Context: an optimization exercise on an open-source flow, tuned for a short achievable clock period and few clock cycles. The choices shown serve that exercise and are no tape-out recipe. RTL that was checked went through simulation tests only; none was proved equivalent to the original. Power and IR drop assume default switching activity.

==> module cache_l1, before the edit <==
module cache_l1 (
    input  logic        clk,
    input  logic        rst_n,
    input  logic        cpu_req,
    input  logic        cpu_write,
    input  logic [31:0] cpu_addr,
    input  logic [31:0] cpu_wdata,
    output logic        cpu_ack,
    output logic [31:0] cpu_rdata,
    output logic        mem_req,
    output logic        mem_write,
    output logic [31:0] mem_addr,
    output logic [31:0] mem_wdata,
    input  logic        mem_ack,
    input  logic [31:0] mem_rdata
);
    logic [31:0]       data_q [0:63];    
    logic [7:0][23:0]  tag_q;
    logic [7:0]        valid;
    logic        idle;      
    logic        fill;      
    logic        wr;        
    logic [2:0]  cnt;       
    logic [2:0]  bw;        
    logic [26:0] h_line;    
    logic [1:0]  h_off;     
    logic        h_write;
    logic [31:0] h_wdata;
    logic        dw_en;     
    logic [5:0]  dw_sel;
    logic [31:0] dw_data;
    logic [2:0]  a_idx;
    logic [5:0]  a_wsel;
    logic [7:0]  line_hit;
    logic        hit;
    logic        accept;
    logic        beat;
    logic        acked;
    logic [31:0] rd_word;
    assign a_idx  = cpu_addr[7:5];
    assign a_wsel = cpu_addr[7:2];
    assign accept = idle && cpu_req;
    assign beat   = mem_req && mem_ack;
    assign acked  = !idle && !fill && !wr;
    always_comb begin
        for (int i = 0; i < 8; i++) begin
            line_hit[i] = valid[i] && (tag_q[i] == cpu_addr[31:8]);
        end
    end
    assign hit = line_hit[a_idx];
    assign rd_word = data_q[a_wsel];
    always_ff @(posedge clk or negedge rst_n) begin
        if (!rst_n) begin
            idle    <= 1'b1;
            fill    <= 1'b0;
            wr      <= 1'b0;
            cpu_ack <= 1'b0;
            mem_req <= 1'b0;
            dw_en   <= 1'b0;
            valid   <= '0;
        end else begin
            dw_en <= 1'b0;
            if (accept) begin
                idle <= 1'b0;
                if (cpu_write) begin
                    wr      <= 1'b1;
                    mem_req <= !mem_ack;
                    dw_en   <= hit;
                end else if (hit) begin
                    cpu_ack <= 1'b1;
                end else begin
                    fill    <= 1'b1;
                    mem_req <= !mem_ack;
                end
            end
            if (wr || fill) begin
                if (beat) begin
                    mem_req <= 1'b0;
                end else if (!mem_req && !mem_ack) begin
                    mem_req <= 1'b1;
                end
            end
            if (wr && beat) begin
                wr      <= 1'b0;
                cpu_ack <= 1'b1;
            end
            if (fill && beat) begin
                dw_en <= 1'b1;
                if (cnt == 3'd7) begin
                    fill    <= 1'b0;
                    cpu_ack <= 1'b1;
                    for (int i = 0; i < 8; i++) begin
                        if (h_line[2:0] == 3'(i)) begin
                            valid[i] <= 1'b1;
                        end
                    end
                end
            end
            if (acked && !cpu_req) begin
                cpu_ack <= 1'b0;
                idle    <= 1'b1;
            end
        end
    end
    always_ff @(posedge clk) begin
        if (accept) begin
            h_line  <= cpu_addr[31:5];
            h_off   <= cpu_write ? cpu_addr[1:0] : 2'b00;
            h_write <= cpu_write;
            h_wdata <= cpu_wdata;
            bw      <= cpu_addr[4:2];
            cnt     <= 3'd0;
        end else if (fill && beat) begin
            bw  <= bw + 3'd1;
            cnt <= cnt + 3'd1;
        end
        if (idle) begin
            mem_addr  <= {cpu_addr[31:2], cpu_write ? cpu_addr[1:0] : 2'b00};
            mem_write <= cpu_write;
            mem_wdata <= cpu_wdata;
        end else begin
            mem_addr  <= {h_line, (fill && beat) ? bw + 3'd1 : bw, h_off};
            mem_write <= h_write;
            mem_wdata <= h_wdata;
        end
        if (idle || fill) begin
            cpu_rdata <= rd_word;
        end
        for (int i = 0; i < 8; i++) begin
            if (fill && beat && cnt == 3'd7 && h_line[2:0] == 3'(i)) begin
                tag_q[i] <= h_line[26:3];
            end
        end
        dw_sel  <= idle ? a_wsel : {h_line[2:0], bw};
        dw_data <= idle ? cpu_wdata : mem_rdata;
        if (dw_en) begin
            data_q[dw_sel] <= dw_data;
        end
    end
endmodule
export LEC_CHECK = 0
export ABC_CLOCK_PERIOD_IN_PS = 2000
export CAP_MARGIN = 20
export CORE_MARGIN = 2
export CORE_UTILIZATION = 50
export SETUP_SLACK_MARGIN = 2.8
export SLEW_MARGIN = 20
create_clock -name core_clock -period 5.0 [get_ports {clk}]
standard.sh (not shown) runs the stock make flow with config.mk's settings and CLKGATE_MAP_FILE= SYNTH_SCRIPT=/design/flow/synth_recipe.tcl, a recipe that flattens the netlist after the stock synthesis.
==> flow/flow/run.sh <==
#!/bin/bash
# Standard layout, except that:
# - the port buffers are plain buffers, and the resizer may pick any cell of
#   the right function (not only the same footprint), so that the port
#   buffers can be sized for speed;
# - the clock tree uses larger sink clusters (fewer, shorter buffer stages);
# - synthesis does not use the slow 4-input mux cells (added to the
#   platform's own don't-use list).
set -o pipefail
cfg="DESIGN_CONFIG=$PWD/config.mk WORK_HOME=$PWD/orfs_print"
dont_use=$(make -s -C "$FLOW_HOME" $cfg print-DONT_USE_CELLS 2>print_dont_use.log | sed -n 's/^DONT_USE_CELLS: //p')
rm -rf orfs_print
echo "DONT_USE_CELLS from the platform: $dont_use" > dont_use.log
bash standard.sh MATCH_CELL_FOOTPRINT=0 \
  "BUFFER_PORTS_ARGS=-buffer_cell sky130_fd_sc_hd__buf_4" \
  "CTS_ARGS=-sink_clustering_enable -repair_clock_nets -sink_clustering_size 30 -sink_clustering_max_diameter 100" \
  "DONT_USE_CELLS=$dont_use sky130_fd_sc_hd__mux4_1 sky130_fd_sc_hd__mux4_2 sky130_fd_sc_hd__mux4_4" \
  finish > standard.log 2>&1
Testbench counts at the start, summed over its fixed seeds: cycles 91,480.
==> next run, changes <==
--- a/flow/design.v
+++ b/flow/design.v
@@ -78,4 +78,5 @@
     logic        acked;
     logic [31:0] rd_word;
+    logic [31:0] rd_keep;
     assign a_idx  = cpu_addr[7:5];
     assign a_wsel = cpu_addr[7:2];
@@ -165,6 +166,7 @@
         end
         if (idle || fill) begin
-            cpu_rdata <= rd_word;
+            rd_keep <= rd_word;
         end
+        cpu_rdata <= (idle || fill) ? rd_word : rd_keep;
         for (int i = 0; i < 8; i++) begin
             if (fill && beat && cnt == 3'd7 && h_line[2:0] == 3'(i)) begin
The new run went through all stages and came out clean; die area stays the same; power barely changes; first-iteration DRC count is lower by a few percent; final area hardly moves; combinational power came out lower slightly; area after synthesis is unchanged; maximum frequency rises slightly; cell count stays flat; worst setup slack improves by 0.019 ns; global-route usage stays flat; critical path depth is unchanged.
The RTL of the second run of this note was laid out without a check of its function.

separate check: timing with driven ports:
The flow's constraints put no driver on any port. The routed layouts listed below were extracted and timed again, unchanged, in two steps. Step 1 (the two cells are an assumption about what drives the block):
set clk [get_ports {clk}]
set_driving_cell -lib_cell sky130_fd_sc_hd__clkbuf_16 $clk
set_driving_cell -lib_cell sky130_fd_sc_hd__buf_2 [delete_from_list [all_inputs] $clk]
Step 2 moves the port delays by t, midway between the first and last clock arrival at a register: inputs arrive t later, outputs are due t later. That takes back most of the time a late clock gives input paths. Three values: ideal, step 1, step 2; two values: the first two.
run | shift t [ns] | slack for setup (ns) | latest minus earliest clock arrival (ns) | slew at the worst register clock pin (ns) | worst data-port slew with drivers (ns)
the first run | 0.853 | 2.390 / 1.986 / 1.132 | 0.051 / 0.051 | 0.12 / 0.12 | 0.72
the second run | 0.869 | 2.410 / 2.190 / 1.321 | 0.059 / 0.059 | 0.12 / 0.12 | 0.60
After both steps every run listed still meets setup and hold. The setup slack of the first run, which loses most, moves by -0.404 ns with the drivers and by -1.258 ns with both steps.
